This is an optimization exercise on Yosys and OpenROAD, whose aim is small area, not a production implementation. Only simulation tests tie the RTL to the original design; equivalence was not proved. Power is estimated from default activity; no workload was simulated.

== run A ==
## harmonic_comb_energy
module harmonic_comb_energy #(
    parameter int NUM_HARMONICS = hce_pkg::DEF_NUM_HARMONICS,
    parameter int MAX_BINS      = hce_pkg::DEF_MAX_BINS
) (
    input  logic                              i_clk,
    input  logic                              i_rst_n,
    input  logic                              i_s_tvalid,
    output logic                              o_s_tready,
    input  logic [hce_pkg::S_TDATA_W-1:0]     i_s_tdata,
    input  logic                              i_s_tlast,
    output logic                              o_m_tvalid,
    input  logic                              i_m_tready,
    output logic [hce_pkg::M_TDATA_W-1:0]     o_m_tdata,
    input  logic                              i_cfg_we,
    input  logic [hce_pkg::CFG_IDX_W-1:0]     i_cfg_idx,
    input  logic [hce_pkg::CFG_DATA_W-1:0]    i_cfg_data
);
For scale: roughly 3000 cells after synthesis, ~97 I/O pins, about 0.025 mm^2 of cells after synthesis.
make LEC_CHECK=0 CAP_MARGIN=20 CORE_MARGIN=2 CORE_UTILIZATION=40 SLEW_MARGIN=20 finish   # period 10.0 ns
run.sh (not shown) runs the stock make flow with config.mk's settings and CLKGATE_MAP_FILE= SYNTH_SCRIPT=/design/flow/synth_recipe.tcl, a recipe that flattens the netlist after the stock synthesis.
Run A: full flow OK, the timing, DRC and antenna checks passed
Inputs modified between run A and run B:
Settings: ABC_AREA now 1, previously not set; CTS_BUF_LIST now sky130_fd_sc_hd__clkbuf_4 sky130_fd_sc_hd__clkbuf_8, previously not set.
## What came out
- Wire length of the first global-routing pass: run B < run A
- Between run A and run B, the difference in final core utilization is negligible.
- Taking run A as the reference, in run B post-layout total power shows a reduction of about 5%, xor-xnor portion of the synthesized cell area shows a reduction of 0.59 points, via count shows an increase of 170, fraction of area in registers shows an increase of 0.44 points.
- Routed wire in run B totals less than in run A.
- Comparing run B against run A, there is no change at all in number of enable-type register cells in the synthesized netlist.
- Total of flip-flops plus latches after synthesis: run A vs run B identical
- Share of power burned in registers: higher on run B
## Diff of input files: run C against run B
Settings: CTS_BUF_LIST: sky130_fd_sc_hd__clkbuf_4 sky130_fd_sc_hd__clkbuf_8 -> unset.
Results
- Run C: all stages complete, timing, DRC and antenna checks passed
- Sort run B and run C by final cell count, descending, and run B comes first.
- Run B leaves less setup margin than run C.
- When run C is measured against run B, its layout clock buffer count turns out 39% lower.

## exp/zinc
Another version of the RTL of harmonic_comb_energy (not shown whole).
Size in the first run: about 3100 cells after synthesis, roughly 250 flip-flops.
==> flow/config.mk <==
export PLATFORM = sky130hd
export DESIGN_NAME = harmonic_comb_energy
export DESIGN_NICKNAME = harmonic_comb_energy
export VERILOG_FILES = /design/flow/design.v
export SDC_FILE = /design/flow/constraint.sdc
export NUM_CORES = 4
export LEC_CHECK = 0
export ABC_AREA = 1
export CAP_MARGIN = 20
export CORE_MARGIN = 2
export CORE_UTILIZATION = 55
export SLEW_MARGIN = 20
==> flow/constraint.sdc <==
create_clock -name core_clock -period 10.0 [get_ports {i_clk}]
set_input_delay 2.0000 -clock core_clock [delete_from_list [all_inputs] [get_ports {i_clk}]]
set_output_delay 2.0000 -clock core_clock [all_outputs]
set_load 0.01 [all_outputs]
standard.sh (not shown) runs the stock make flow with config.mk's settings and CLKGATE_MAP_FILE= SYNTH_SCRIPT=/design/flow/synth_recipe.tcl, a recipe that flattens the netlist after the stock synthesis.
==> flow/flow/run.sh <==
#!/bin/bash
# Standard layout, with the port buffers made from the smallest buffer cell.
set -e
export BUFFER_PORTS_ARGS="-buffer_cell sky130_fd_sc_hd__buf_1"
bash standard.sh finish > standard.log 2>&1
## Diff of input files: exp/umber against exp/zinc
Settings: CORE_UTILIZATION now 40, was 55; CTS_CLUSTER_SIZE now 26, previously not set; CTS_CLUSTER_DIAMETER now 100, previously not set.
Sort exp/umber and exp/zinc by global-route total usage across every layer, descending, and exp/zinc comes first. exp/umber vs exp/zinc, buffer count excluding the clock tree in the final layout went up by about 0.43%. exp/umber vs. exp/zinc: weighted congestion reported at the end of routability-driven placement higher, power saw a decrease, delay of the slowest cell on the worst path higher. Cmp exp/umber vs exp/zinc: final design utilization lower in exp/umber. exp/umber vs exp/zinc: maximum number of pins on one net before global-route repair down by more than 10%. On exp/umber: cell count is 4.5% higher than what exp/zinc gave. Sort exp/umber and exp/zinc by transition at the pin with the smallest max-transition slack, ascending, and exp/zinc comes first.
For exp/sierra, these inputs were changed with respect to exp/umber:
Settings: CTS_CLUSTER_DIAMETER removed (was 100); CTS_CLUSTER_SIZE removed (was 26).
## What came out
Going from exp/umber to exp/sierra, total iterations of the first detailed-routing run increased by 1 relative to the old numbers, met2 layer wire length in the routed design decreased by about 0.4% relative to the old numbers, post-synthesis to final-layout area growth increased by 1.4 points relative to the old numbers.
The number of clock buffers in the layout in exp/umber is 0.61 times that in exp/sierra.
Combinational cell fraction of total power in exp/sierra vs exp/umber: down 2.8 points
The fmax of exp/sierra and that of exp/umber are within noise of each other.
exp/umber and exp/sierra ended up with roughly the same first-pass GRT wire length.
For the end-of-flow core utilization, exp/sierra came in 0.57 points higher than exp/umber did.
The pin slew with the least headroom to its limit reported for exp/sierra is greater than that of exp/umber by 27 ps.
Summary of exp/sierra over exp/umber: setup slack of the critical path after layout closely matched the old numbers, relative max-transition margin decreased 1.8 points.
Input-level comparison between exp/nickel and exp/sierra:
Settings: putting CTS_CLUSTER_DIAMETER at 80 where nothing was set; putting CTS_CLUSTER_SIZE at 20 where nothing was set.
Notes after the runs:
exp/nickel -> exp/sierra: period utilization flat
Delta (exp/nickel minus exp/sierra): total design power fell by 0.12 mW, clock share of power went down, required time at the worst-slack endpoint shows a reduction of 50 ps, final setup slack of the worst path now larger, maximum vdd drop rose about 14%.
Re finished layout cell area: exp/sierra and exp/nickel aren't equal, and the higher value belongs to exp/sierra.
Any difference in sum of routed wire length over all layers between exp/nickel and exp/sierra is small enough to ignore.
Compared with exp/sierra, in exp/nickel via density per instance was more or less identical, number of logic stages on the critical path including buffering shows an increase of 2.
| non-clock buffer share of cell area | exp/nickel vs exp/sierra | ≈ equal |

## the baseline
harmonic_comb_energy, a different RTL version from the one above (not shown whole).
Size in the first run: roughly 3,000 cells after synthesis, ~250 flip-flops, about 97 I/O pins.
clock: 10.0 ns
lec_check: 0
abc_area: 1
cap_margin: 20
core_margin: 2
core_utilization: 40
cts_cluster_diameter: 115
cts_cluster_size: 30
slew_margin: 20
Scripts as last shown in full above: flow/flow/run.sh
## Diff of input files: the candidate against the baseline
# the baseline
export LEC_CHECK = 0
export ABC_AREA = 1
export CAP_MARGIN = 20
export CORE_MARGIN = 2
export CORE_UTILIZATION = 40
export CTS_CLUSTER_DIAMETER = 115
export CTS_CLUSTER_SIZE = 30
export SLEW_MARGIN = 20
create_clock -name core_clock -period 10.0 [get_ports {i_clk}]
# the candidate
export LEC_CHECK = 0
export ABC_AREA = 1
export CAP_MARGIN = 20
export CORE_MARGIN = 2
export CORE_UTILIZATION = 40
export CTS_CLUSTER_DIAMETER = 100
export CTS_CLUSTER_SIZE = 26
export SLEW_MARGIN = 20
create_clock -name core_clock -period 10.0 [get_ports {i_clk}]
==> comparison <==
The lower ratio of cells with drive above 1 in the final layout of the baseline and the candidate is in the baseline.
Re end-of-flow core utilization: the baseline was lower than the candidate.
The final standard cell area without fillers reported for the candidate is greater than that of the baseline by 190 sq um.
Power per unit of standard cell area came out higher on the candidate than on the baseline.
The candidate: relative contribution of the clock network to total power is 2.1 points higher than what the baseline reported.

Starting RTL as in the previous note.
## harmonic_comb_energy
module harmonic_comb_energy #(
    parameter int NUM_HARMONICS = hce_pkg::DEF_NUM_HARMONICS,
    parameter int MAX_BINS      = hce_pkg::DEF_MAX_BINS
) (
    input  logic                              i_clk,
    input  logic                              i_rst_n,
    input  logic                              i_s_tvalid,
    output logic                              o_s_tready,
    input  logic [hce_pkg::S_TDATA_W-1:0]     i_s_tdata,
    input  logic                              i_s_tlast,
    output logic                              o_m_tvalid,
    input  logic                              i_m_tready,
    output logic [hce_pkg::M_TDATA_W-1:0]     o_m_tdata,
    input  logic                              i_cfg_we,
    input  logic [hce_pkg::CFG_IDX_W-1:0]     i_cfg_idx,
    input  logic [hce_pkg::CFG_DATA_W-1:0]    i_cfg_data
);
    localparam int R  = 4;     
    localparam int XW = 32;    
    localparam int EW = 35;
    logic [22:0] r_f;
    logic [23:0] r_w;
    logic        r_mode;       
    logic        r_wge;        
    logic [R-1:0]       r_v, r_l, r_d, r_s;
    logic [R-1:0][23:0] r_m;
    logic [XW-1:0] r_x;
    logic [4:0]    r_h;
    logic [10:0]   r_k;
    logic [2:0]    r_ec;       
    logic          r_ovf;      
    logic          r_z;        
    logic          r_hit;      
    logic [EW-1:0] r_sum;
    logic          r_ov;
    logic stall, consume;
    assign stall      = r_ov && !i_m_tready;
    assign o_s_tready = !stall;
    assign consume    = r_v[R-1] && !stall;
    logic [24:0] cm, cg;
    assign cm[0] = 1'b1;
    assign cg[0] = 1'b1;
    for (genvar i = 0; i < 24; i++) begin : g_cmp
        logic fi, f2i;
        assign fi  = (i < 23) ? r_f[i] : 1'b0;
        assign f2i = (i == 0) ? 1'b0 : r_f[i-1];
        assign cm[i+1] = (r_w[i] & ~fi)  | (cm[i] & (r_w[i] | ~fi));
        assign cg[i+1] = (r_w[i] & ~f2i) | (cg[i] & (r_w[i] | ~f2i));
    end
    always_ff @(posedge i_clk) begin
        r_mode <= !cm[24];
        r_wge  <= cg[24];
    end
    logic [XW-1:0] f2, f4, f64, w1, w2;
    assign f2  = XW'({r_f, 1'b0});
    assign f4  = XW'({r_f, 2'b0});
  ...
==> flow/config.mk <==
export PLATFORM = sky130hd
export DESIGN_NAME = harmonic_comb_energy
export DESIGN_NICKNAME = harmonic_comb_energy
export VERILOG_FILES = /design/flow/design.v
export SDC_FILE = /design/flow/constraint.sdc
export NUM_CORES = 4
export LEC_CHECK = 0
export ABC_AREA = 1
export CAP_MARGIN = 5
export CORE_MARGIN = 2
export CORE_UTILIZATION = 40
export CTS_CLUSTER_DIAMETER = 100
export CTS_CLUSTER_SIZE = 26
export SLEW_MARGIN = 5
==> flow/constraint.sdc <==
create_clock -name core_clock -period 10.0 [get_ports {i_clk}]
set_input_delay 2.0000 -clock core_clock [delete_from_list [all_inputs] [get_ports {i_clk}]]
set_output_delay 2.0000 -clock core_clock [all_outputs]
set_load 0.01 [all_outputs]
Scripts as last shown in full above: flow/flow/run.sh
The starting point finished with timing, DRC and antenna clean.
Next try:
CAP_MARGIN = 20   (was 5)
CTS_CLUSTER_DIAMETER = 80   (was 100)
CTS_CLUSTER_SIZE = 20   (was 26)
SLEW_MARGIN = 20   (was 5)
The new run went through all stages and came out clean.
Synthesized area is unchanged.
Design area is higher by 0.70%.
Flip-flop and latch count stays the same.
Next try:
CTS_CLUSTER_DIAMETER = 100   (was 80)
CTS_CLUSTER_SIZE = 26   (was 20)
GPL_TIMING_DRIVEN = 0   (was default)
What happened: Hold slack is about the same. Final area climbs slightly. Routed wire length climbs by about a fifth. Setup slack is worse by 180 ps.

-- what the ideal ports hide --
How much do the figures lean on ideal ports? The routed layouts below were timed once more, with nothing changed but the port constraints. Step 1 (the two cells are an assumption about what drives the block):
set clk [get_ports {i_clk}]
set_driving_cell -lib_cell sky130_fd_sc_hd__clkbuf_16 $clk
set_driving_cell -lib_cell sky130_fd_sc_hd__buf_2 [delete_from_list [all_inputs] $clk]
Step 2 times the ports against the registers' clock, not the clock port: input delays grow and output delays shrink by t, the midpoint of the rising clock arrivals with the driver on. Three values: ideal, step 1, step 2; two values: the first two.
run | t (ns) | setup slack, ns | hold WS [ns] | worst slew at a driven data input, ns
run A | 0.669 | 0.448 / 0.448 / 0.448 | 0.416 / 0.416 / 0.416 | 0.06
run B | 0.685 | 0.464 / 0.464 / 0.464 | 0.415 / 0.415 / 0.415 | 0.06
run C | 0.654 | 0.484 / 0.484 / 0.484 | 0.378 / 0.378 / 0.378 | 0.06
exp/zinc | 0.662 | 0.491 / 0.491 / 0.491 | 0.419 / 0.419 / 0.419 | 0.06
exp/umber | 0.613 | 0.461 / 0.461 / 0.461 | 0.414 / 0.414 / 0.414 | 0.07
exp/sierra | 0.674 | 0.459 / 0.459 / 0.459 | 0.377 / 0.377 / 0.377 | 0.07
exp/nickel | 0.640 | 0.469 / 0.469 / 0.469 | 0.414 / 0.414 / 0.414 | 0.07
the baseline | 0.597 | 0.371 / 0.371 / 0.371 | 0.423 / 0.423 / 0.423 | 0.07
the candidate | 0.611 | 0.429 / 0.429 / 0.429 | 0.398 / 0.398 / 0.398 | 0.06
the first run of note 4 | 0.605 | 0.392 / 0.392 / 0.392 | 0.394 / 0.394 / 0.394 | 0.07
the second run of note 4 | 0.639 | 0.444 / 0.444 / 0.444 | 0.418 / 0.418 / 0.418 | 0.06
the third run of note 4 | 0.597 | 0.265 / 0.265 / 0.265 | 0.417 / 0.417 / 0.417 | 0.06
After both steps every run listed still meets setup and hold.
